This is an optimization exercise on Yosys and OpenROAD, whose aim is small area, a short achievable clock period and few clock cycles per item, not a production implementation.
In this exercise RTL edits were held to simulation tests only and were not proved equivalent to the original.
Power figures rest on the tool's default switching activity, not on a simulated workload.

===== design/flow/config.mk =====
export PLATFORM = sky130hd
export DESIGN_NAME = longest_prefix_match_lookup
export DESIGN_NICKNAME = longest_prefix_match_lookup
export VERILOG_FILES = /design/flow/design.v
export SDC_FILE = /design/flow/constraint.sdc
export NUM_CORES = 4
export LEC_CHECK = 0
export ABC_AREA = 1
export CAP_MARGIN = 30
export CORE_MARGIN = 2
export CORE_UTILIZATION = 50
export CTS_CLUSTER_DIAMETER = 80
export CTS_CLUSTER_SIZE = 30
export SETUP_SLACK_MARGIN = 2.6
export SLEW_MARGIN = 30
export TNS_END_PERCENT = 20

===== design/flow/constraint.sdc =====
create_clock -name core_clock -period 5.0 [get_ports {clk_i}]
set_input_delay 1.0000 -clock core_clock [delete_from_list [all_inputs] [get_ports {clk_i}]]
set_output_delay 1.0000 -clock core_clock [all_outputs]
set_load 0.01 [all_outputs]

===== design/flow/design.v =====
package lpm_pkg;
  localparam logic CMD_LOOKUP = 1'b0;
  localparam logic CMD_WRITE  = 1'b1;
  typedef struct packed {
    logic        cmd;
    logic [3:0]  entry_index;
    logic        entry_valid;
    logic [31:0] entry_prefix;
    logic [31:0] entry_mask;
    logic [31:0] entry_gateway;
    logic [3:0]  entry_port;
    logic [31:0] lookup_addr;
  } in_item_t;
  typedef struct packed {
    logic        hit;
    logic [3:0]  match_index;
    logic [31:0] match_mask;
    logic [31:0] match_gateway;
    logic [3:0]  match_port;
  } out_item_t;
  typedef struct packed {
    logic      valid;
    in_item_t  item;
    out_item_t best;
  } lpm_flow_t;
endpackage
module lpm_cell (
  input  logic        clk_i,
  input  logic        rst_ni,
  input  logic        wr_i,
  input  logic        wr_valid_i,
  input  logic [31:0] wr_prefix_i,
  input  logic [31:0] wr_mask_i,
  input  logic [31:0] wr_gw_i,
  input  logic [3:0]  wr_port_i,
  input  logic [31:0] addr_i,
  output logic        match_o,
  output logic [31:0] mask_o,
  output logic [31:0] gw_o,
  output logic [3:0]  port_o
);
  logic        valid_q;
  logic [31:0] pm_q;
  always_ff @(posedge clk_i or negedge rst_ni) begin
    if (!rst_ni) begin
      valid_q <= 1'b0;
    end else if (wr_i) begin
      valid_q <= wr_valid_i;
    end
  end
  always_ff @(posedge clk_i) begin
    if (wr_i) begin
      pm_q   <= wr_prefix_i & wr_mask_i;
      mask_o <= wr_mask_i;
      gw_o   <= wr_gw_i;
      port_o <= wr_port_i;
    end
  end
  assign match_o = valid_q && (((addr_i & mask_o) ^ pm_q) == 32'd0);
endmodule
module lpm_cmp (
  input  logic [31:0] a_i,
  input  logic [31:0] b_i,
  input  logic        cin_i,
  output logic        ge_o
);
  logic [31:0] g0, p0;
  logic [15:0] g1, p1;
  logic [7:0]  g2, p2;
  logic [3:0]  g3, p3;
  logic [1:0]  g4, p4;
  logic        g5, p5;
  assign g0 = a_i & ~b_i;
  assign p0 = a_i | ~b_i;
  for (genvar k = 0; k < 16; k++) begin : g_l1
    assign g1[k] = g0[2*k+1] | (p0[2*k+1] & g0[2*k]);
    assign p1[k] = p0[2*k+1] & p0[2*k];
  end
  for (genvar k = 0; k < 8; k++) begin : g_l2
    assign g2[k] = g1[2*k+1] | (p1[2*k+1] & g1[2*k]);
    assign p2[k] = p1[2*k+1] & p1[2*k];
  end
  for (genvar k = 0; k < 4; k++) begin : g_l3
    assign g3[k] = g2[2*k+1] | (p2[2*k+1] & g2[2*k]);
    assign p3[k] = p2[2*k+1] & p2[2*k];
  end
  for (genvar k = 0; k < 2; k++) begin : g_l4
    assign g4[k] = g3[2*k+1] | (p3[2*k+1] & g3[2*k]);
    assign p4[k] = p3[2*k+1] & p3[2*k];
  end
  assign g5 = g4[1] | (p4[1] & g4[0]);
  assign p5 = p4[1] & p4[0];
  assign ge_o = g5 | (p5 & cin_i);
endmodule
module longest_prefix_match_lookup #(
  parameter int TABLE_ENTRIES = 16,
  parameter int PORT_COUNT    = 16
) (
  input  logic               clk_i,
  input  logic               rst_ni,
  input  logic               in_valid_i,
  output logic               in_stall_o,
  input  logic [137:0]       in_item_i,
  output logic               out_valid_o,
  input  logic               out_stall_i,
  output logic [72:0]        out_item_o
);
  localparam int N = TABLE_ENTRIES;
  lpm_pkg::in_item_t in;
  logic         adv;
  logic         acc;
  logic         in_wr;
  logic         in_lookup;
  assign in  = in_item_i;
  assign acc = adv && in_valid_i;
  assign in_wr = acc && (in.cmd == lpm_pkg::CMD_WRITE) &&
      (!in.entry_valid || (32'(in.entry_port) < PORT_COUNT));
  assign in_lookup = acc && (in.cmd == lpm_pkg::CMD_LOOKUP);
  logic [N-1:0] pw_sel;
  logic [3:0]  pw_idx;
  logic        pw_valid;
  logic [31:0] pw_prefix;
  logic [31:0] pw_mask;
  logic [31:0] pw_gw;
  logic [3:0]  pw_port;
  always_ff @(posedge clk_i or negedge rst_ni) begin
    if (!rst_ni) begin
      pw_sel <= '0;
    end else if (adv) begin
      for (int g = 0; g < N; g++) begin
        pw_sel[g] <= in_wr && (32'(in.entry_index) == g);
      end
    end
  end
  always_ff @(posedge clk_i) begin
    if (adv) begin
      pw_idx    <= in.entry_index;
      pw_valid  <= in.entry_valid;
      pw_prefix <= in.entry_prefix;
      pw_mask   <= in.entry_mask;
      pw_gw     <= in.entry_gateway;
      pw_port   <= in.entry_port;
    end
  end
  logic [N-1:0] wr_slot;
  logic [N-1:0] match;
  logic [31:0] mask [N];
  logic [31:0] gw   [N];
  logic [3:0]  port [N];
  for (genvar g = 0; g < N; g++) begin : g_slot
    assign wr_slot[g] = adv && pw_sel[g];
    lpm_cell u_cell (
      .clk_i       (clk_i),
      .rst_ni      (rst_ni),
      .wr_i        (wr_slot[g]),
      .wr_valid_i  (pw_valid),
      .wr_prefix_i (pw_prefix),
      .wr_mask_i   (pw_mask),
      .wr_gw_i     (pw_gw),
      .wr_port_i   (pw_port),
      .addr_i      (in.lookup_addr),
      .match_o     (match[g]),
      .mask_o      (mask[g]),
      .gw_o        (gw[g]),
      .port_o      (port[g])
    );
  end
  logic         pw_match;
  logic [N-1:0] match_fw;
  assign pw_match = pw_valid &&
      (((in.lookup_addr ^ pw_prefix) & pw_mask) == 32'd0);
  for (genvar g = 0; g < N; g++) begin : g_fw
    assign match_fw[g] = pw_sel[g] ? pw_match : match[g];
  end
  logic         s1_v;
  logic [N-1:0] s1_match;
  always_ff @(posedge clk_i or negedge rst_ni) begin
    if (!rst_ni) begin
      s1_v <= 1'b0;
    end else if (adv) begin
      s1_v <= acc;
    end
  end
  always_ff @(posedge clk_i) begin
    if (adv) begin
      s1_match <= in_lookup ? match_fw : '0;
    end
  end
  logic [N-1:0] cmp;
  logic         prio_q [N][N];
  for (genvar j = 0; j < N; j++) begin : g_cmp
    lpm_cmp u_cmp (
      .a_i   (pw_mask),
      .b_i   (mask[j]),
      .cin_i (32'(pw_idx) < j),
      .ge_o  (cmp[j])
    );
  end
  logic [N-1:0] pc_slot_q;
  logic [N-1:0] pc_cmp_q;
  always_ff @(posedge clk_i or negedge rst_ni) begin
    if (!rst_ni) begin
      pc_slot_q <= '0;
    end else if (adv) begin
      pc_slot_q <= pw_sel;
    end
  end
  always_ff @(posedge clk_i) begin
    if (adv) begin
      pc_cmp_q <= cmp;
    end
  end
  for (genvar i = 0; i < N; i++) begin : g_pi
    for (genvar j = i + 1; j < N; j++) begin : g_pj
      always_ff @(posedge clk_i) begin
        if (pc_slot_q[i]) begin
          prio_q[i][j] <= pc_cmp_q[j];
        end else if (pc_slot_q[j]) begin
          prio_q[i][j] <= !pc_cmp_q[i];
        end
      end
    end
  end
  logic [N-1:0] beats [N];
  for (genvar i = 0; i < N; i++) begin : g_bi
    for (genvar j = 0; j < N; j++) begin : g_bj
      if (i < j) begin : g_lo
        assign beats[i][j] = pc_slot_q[i] ? pc_cmp_q[j] :
                             pc_slot_q[j] ? !pc_cmp_q[i] : prio_q[i][j];
      end else if (i > j) begin : g_hi
        assign beats[i][j] = !beats[j][i];
      end else begin : g_eq
        assign beats[i][j] = 1'b1;
      end
    end
  end
  logic [N-1:0] win;
  for (genvar i = 0; i < N; i++) begin : g_win
    assign win[i] = s1_match[i] && ((~s1_match | beats[i]) == '1);
  end
  logic         s2_v;
  logic [N-1:0] s2_win;
  always_ff @(posedge clk_i or negedge rst_ni) begin
    if (!rst_ni) begin
      s2_v <= 1'b0;
    end else if (adv) begin
      s2_v <= s1_v;
    end
  end
  always_ff @(posedge clk_i) begin
    if (adv) begin
      s2_win <= win;
    end
  end
  lpm_pkg::out_item_t res;
  always_comb begin
    res = '0;
    for (int i = 0; i < N; i++) begin
      if (s2_win[i]) begin
        res.match_index   = res.match_index | 4'(i);
        res.match_mask    = res.match_mask | mask[i];
        res.match_gateway = res.match_gateway | gw[i];
        res.match_port    = res.match_port | port[i];
      end
    end
    res.hit = |s2_win;
  end
  logic      out_v_q;
  lpm_pkg::out_item_t out_q;
  assign adv = !(out_v_q && out_stall_i);
  always_ff @(posedge clk_i or negedge rst_ni) begin
    if (!rst_ni) begin
      out_v_q <= 1'b0;
    end else if (adv) begin
      out_v_q <= s2_v;
    end
  end
  always_ff @(posedge clk_i) begin
    if (adv) begin
      out_q <= res;
    end
  end
  assign in_stall_o  = !adv;
  assign out_valid_o = out_v_q;
  assign out_item_o  = out_q;
endmodule

===== design/flow/flow/run.sh =====
#!/bin/bash
# The standard layout (standard synthesis and ORFS steps unchanged), except
# that the input and output port buffers are buf_4 cells instead of the delay
# cells buffer_ports picks by default. make's full output goes to
# flow_standard.log in the work folder; ORFS keeps each step's log under orfs/logs.
set -euo pipefail
cd "$(dirname "$0")/.."
bash standard.sh "BUFFER_PORTS_ARGS=-buffer_cell sky130_fd_sc_hd__buf_4" finish > flow_standard.log 2>&1

===== design/flow/standard.sh =====
#!/bin/bash
# synth_recipe.tcl (not shown) runs the flow's synth.tcl, then flattens the netlist and writes it again
# the make line also repeats each setting of config.mk as NAME=value (left out here)
make -C /OpenROAD-flow-scripts/flow DESIGN_CONFIG=/design/flow/config.mk WORK_HOME=/design/flow/orfs CLKGATE_MAP_FILE= SYNTH_SCRIPT=/design/flow/synth_recipe.tcl "${@:-finish}"

==> reports/metrics.csv <==
stage;metric;value;unit
logic_synthesis;Post-synth EDFFs;1826;
clock_tree;TritonCTS clock tree;yes;
route;router iterations before antenna repair;9;
grt;initial antenna violation count;36;
sta;Peak Freq;370;MHz
power_and_ir_drop;LEAKAGE;37.3;nW
worst_setup_path;CP required;5.67;ns
sta;Final Worst Setup Slack;2.29;ns
worst_setup_path;CP max FO;4;
worst_setup_path;Cell Chain, Critical Path;nand2_1, nor2_1, nor2_1, nand3_1, nor2_1, nand2_1, nor2_1, nand3_1, a21oi_1;
worst_setup_path;Critical-path top delay cell;edfxtp_1;
grt;number of global-route vias before repair;65500;
sta;Slew @ Worst Pin;1.15;ns
placement;pre-CTS WS;1.35;ns
worst_setup_path;Reg-to-Reg Start;g_slot[3].u_cell.mask_o[28]$_DFFE_PP_;
worst_setup_path;crit-path most repeated cell;nor2_1;
placement;Buffers on Ports;216;
route;DRC viols;0;
worst_setup_path;cell family with most CP delay;simple AND/OR/NAND/NOR gates;
layout;design area;0.101;mm2
logic_synthesis;flops & latches, synth;1997;
logic_synthesis;yosys warns;9;
power_and_ir_drop;pwr dens;438;mW/mm2
outcome;status;finished clean;
sta;minimum clock period after layout;2.71;ns
clock_tree;clock latency on the worst-skew pair;0.88;ns
sta;Clock Skew;0.0596;ns
sta;setup TNS;0;ns
clock_tree;Clock Sinks;1997;
route;Antenna Violating Nets Remaining;0;
route;number of DRC markers in iteration 0;15100;
layout;Area growth syn-to-layout;12.5;%
grt;busiest grt layer;met2;
grt;total grt overflow;0;
sta;Pins Over Slew Limit;0;
clock_tree;clock-pin slew on the worst setup and hold paths;0.09;ns
worst_setup_path;r2r endpoint;s1_match[3]$_SDFFCE_PN0N_;
sta;Slew HR;23.6;%
floorplan;die area;0.182;mm2
worst_setup_path;Critical Path Start Type;flip-flop;
layout;final non-filler cell total;11300;
logic_synthesis;Syn Area/Cell;10.4;um2
clock_tree;H-tree Lvls;3;
placement;Final HPWL DP;314;mm
worst_setup_path;CP bufs+invs;0;
worst_setup_path;WS Path Type;reg2reg;
sta;Final setup viols;0;
worst_setup_path;CP Launch Point;g_slot[3].u_cell.mask_o[28]$_DFFE_PP_;
floorplan;Core Footprint;0.178;mm2
floorplan;IO Count;217;
logic_synthesis;Syn Inst Count;8571;
sta;unrepaired setup endpoints after global routing;yes;
worst_hold_path;worst hold-check path type;in2async;
logic_synthesis;Synth Flop Type;edfxtp_1;
worst_setup_path;crit path capture type;flip-flop;
route;routed vias;76100;
layout;share of cells above drive strength 1;10.7;%
grt;GR Layer Usage met3;17.8;%
grt;largest net degree at the start of global routing;131;
clock_tree;Root Driver;clkbuf_16;
worst_setup_path;crit path to;s1_match[3]$_SDFFCE_PN0N_;
grt;first-pass GRT wire length;583;mm
worst_setup_path;Reg2Reg Depth;9;
worst_setup_path;stages on the worst setup path;9;
route;vias per inst;6.76;
logic_synthesis;Syn Nets;8713;
logic_synthesis;Mapped Area;0.0894;mm2
placement;Placed Area;0.0941;mm2
floorplan;Initial Utilization;50.2;%
clock_tree;CTS max path bufs;3;
placement;Inst Count DP;10900;
grt;GRT Total Usage;47.9;%
grt;met2 GRT Util;66.0;%
power_and_ir_drop;maximum VDD drop;0.429;mV
floorplan;Die Ht;427;um
placement;routability cong.;1.23;
sta;final hold viol count;0;
route;final wirelength;445;mm
logic_synthesis;sequential area share after synthesis;65.5;%
worst_setup_path;Worst path max stage delay;0.59;ns
logic_synthesis;distinct cell type count after synthesis;47;
worst_setup_path;critical path data arrival time;3.37;ns
floorplan;Die W;427;um
grt;GR Layer Usage met1;61.8;%
layout;final layout net count;8917;
layout;utilization after layout;56.5;%
flow_run;Max Cap Viol;0;
worst_setup_path;reg2reg setup slack;2.29;ns
route;drt wl/cell;39.6;um
clock_tree;Post-CTS Hold Fix Bufs;0;
logic_synthesis;Post-synth ARST share;2.55;%
clock_tree;TritonCTS buffer count;120;
sta;hold_ws;0.206;ns
floorplan;Rows;155;
layout;# fillers;15100;
power_and_ir_drop;overall power;44.1;mW
sta;final period utilization;54.1;%
==> how the worst min path moves through the flow <==
stage / depth (start not counted) / slack, ns / end / startpoint
finish: 1 / 0.21 / pc_slot_q[11]$_DFFE_PN0N_ / rst_ni
global placement: 2 / 0.44 / out_v_q$_DFFE_PN0N_ / s2_v$_DFFE_PN0N_
detailed placement: 2 / 0.46 / out_v_q$_DFFE_PN0N_ / s2_v$_DFFE_PN0N_
global route: 1 / 0.27 / s2_v$_DFFE_PN0N_ / rst_ni
floorplan: 2 / 0.42 / out_v_q$_DFFE_PN0N_ / s2_v$_DFFE_PN0N_
CTS: 1 / 0.22 / s1_v$_DFFE_PN0N_ / rst_ni
==> layer usage <==
| layer | routed length [um] | up-vias |
|---|---|---|
| li1 | - | 30600 |
| met1 | 155000 | 36800 |
| met2 | 178000 | 7098 |
| met3 | 69300 | 1634 |
| met4 | 42900 | 28 |
| met5 | 257 | - |
==> synthesized netlist by cell type, types with 4 or more instances <==
| cell | instances | area, um2 |
|---|---|---|
| nor3b_1 | 10 | 75.1 |
| a211oi_1 | 47 | 353 |
| o221ai_1 | 16 | 140 |
| and3_1 | 5 | 31.3 |
| buf_1 | 35 | 131 |
| nand3_1 | 443 | 2220 |
| xnor2_1 | 12 | 105 |
| nor4_1 | 10 | 62.6 |
| xor2_1 | 137 | 1200 |
| a21oi_1 | 165 | 826 |
| dfxtp_1 | 120 | 2400 |
| o21ai_0 | 495 | 2480 |
| clkbuf_1 | 159 | 597 |
| o2111ai_1 | 6 | 52.6 |
| inv_2 | 21 | 78.8 |
| buf_2 | 151 | 756 |
| nand2_1 | 2514 | 9440 |
| nand3b_1 | 102 | 766 |
| dfrtp_1 | 51 | 1280 |
| nor2_1 | 601 | 2260 |
| a31oi_1 | 25 | 156 |
| o211ai_1 | 126 | 946 |
| a221oi_1 | 145 | 1270 |
| o21ai_1 | 45 | 225 |
| clkinv_1 | 4 | 15.0 |
| buf_4 | 14 | 105 |
| o21a_1 | 5 | 37.5 |
| o211a_1 | 8 | 80.1 |
| nand4_1 | 146 | 913 |
| or2_2 | 24 | 150 |
| edfxtp_1 | 1826 | 54800 |
| nor3_1 | 45 | 225 |
| inv_1 | 671 | 2520 |
| o21bai_1 | 4 | 30.0 |
| o22ai_1 | 289 | 1810 |
| a22o_1 | 73 | 639 |
==> cells by family after synthesis <==
| family | after synthesis | synth area share (%) |
|---|---|---|
| AOI/OAI and AO/OA | 1452 | 10.1 |
| xor gates and xnor gates | 149 | 1.46 |
| buffers and inverters | 1061 | 4.77 |
| DFF | 1997 | 65.5 |
| and+or+nand+nor | 3912 | 18.2 |
==> layout by cell type, fill, tap and decap left out, types with 20 or more instances in the layout <==
cell        synthesis  final
a221oi_1          145    144
inv_2              21     26
or2_2              24     24
buf_12              0     37
nor2_2              2     39
o22ai_1           289    289
xor2_1            137    127
nor2_4              0     27
nand4_1           146    146
a211oi_1           47     43
nand3_1           443    411
o21ai_1            45     64
a31oi_1            25     25
inv_6               0     21
diode_2             0     24
nand2_1          2514   2480
inv_16              0     20
nand3b_1          102    102
edfxtp_1         1826   1826
nor2_1            601    537
clkinvlp_4          0     26
o211ai_1          126    126
a22o_1             73     73
inv_1             671    637
dfrtp_1            51     40
clkbuf_16           0    125
nand3_2             0     26
o21ai_0           495    471
nor3_1             45     43
dfxtp_1           120    120
nand2_2             1     28
buf_4              14    357
buf_6               3     24
a21oi_1           165    140
==> sequential cells by signal (all words and copies together), names as in the netlist, 4 cells and up <==
register	count
g_slot.u_cell.port_o	64
pw_sel	16
pc_slot_q	16
pw_prefix	32
pw_gw	32
g_slot.u_cell.gw_o	512
pw_idx	4
pw_port	4
prio_q	120
g_slot.u_cell.mask_o	512
s1_match	16
g_slot.u_cell.valid_q	16
pw_mask	32
g_slot.u_cell.pm_q	512
s2_win	16
out_q	73
pc_cmp_q	16
==> final cells by class <==
cell class                 instances  area, um2  share of cell area [%]
timing repair inverter            11       75.1                  0.0746
clock inverter                   102       1440                    1.44
clock buffer                     123       3080                    3.06
tap                             2355       2950                    2.93
inverter                         696       2750                    2.74
timing repair buffer             436       4070                    4.05
antenna                           24       60.1                  0.0597
sequential                      1997      58500                    58.2
multi-input combinational       5513      27600                    27.5
==> timing repair <==
item,CTS,global route
endpoints found under the hold margin,0,0
buffers inserted,44,24
pin swaps,6,12
cloned,6,7
endpoints found under the setup margin,123,348
resized for setup,124,207
==> where the power goes <==
part	total [mW]	switching (mW)	internal, mW
Combinational	10.9	8.12	2.79
Clock	12.1	7.03	5.11
Sequential	21.0	1.02	20.0
Testbench counts, summed over its fixed seeds: cycles 24,160, items 24,128.

## re-timing with driven ports
No port has a modelled driver above. Below, the same layout with a new extraction and two added sets of constraints.
Step 1 (the two cells are an assumption about what drives the block):
set clk [get_ports {clk_i}]
set_driving_cell -lib_cell sky130_fd_sc_hd__clkbuf_16 $clk
set_driving_cell -lib_cell sky130_fd_sc_hd__buf_2 [delete_from_list [all_inputs] $clk]
Step 2 times the ports against the registers' clock, not the clock port: input delays grow and output delays shrink by t, the midpoint of the rising clock arrivals with the driver on.
a / b / c = ideal ports / drivers / drivers and shift; a / b = the first two.
t (ns): 0.949
slack for setup (ns): 2.294 / 2.294 / 1.502
worst data-port slew with drivers (ns): 0.14
After both steps this run still meets setup and hold. For this run, drivers alone change the setup slack by 0.000 ns; drivers and shift together by -0.792 ns.
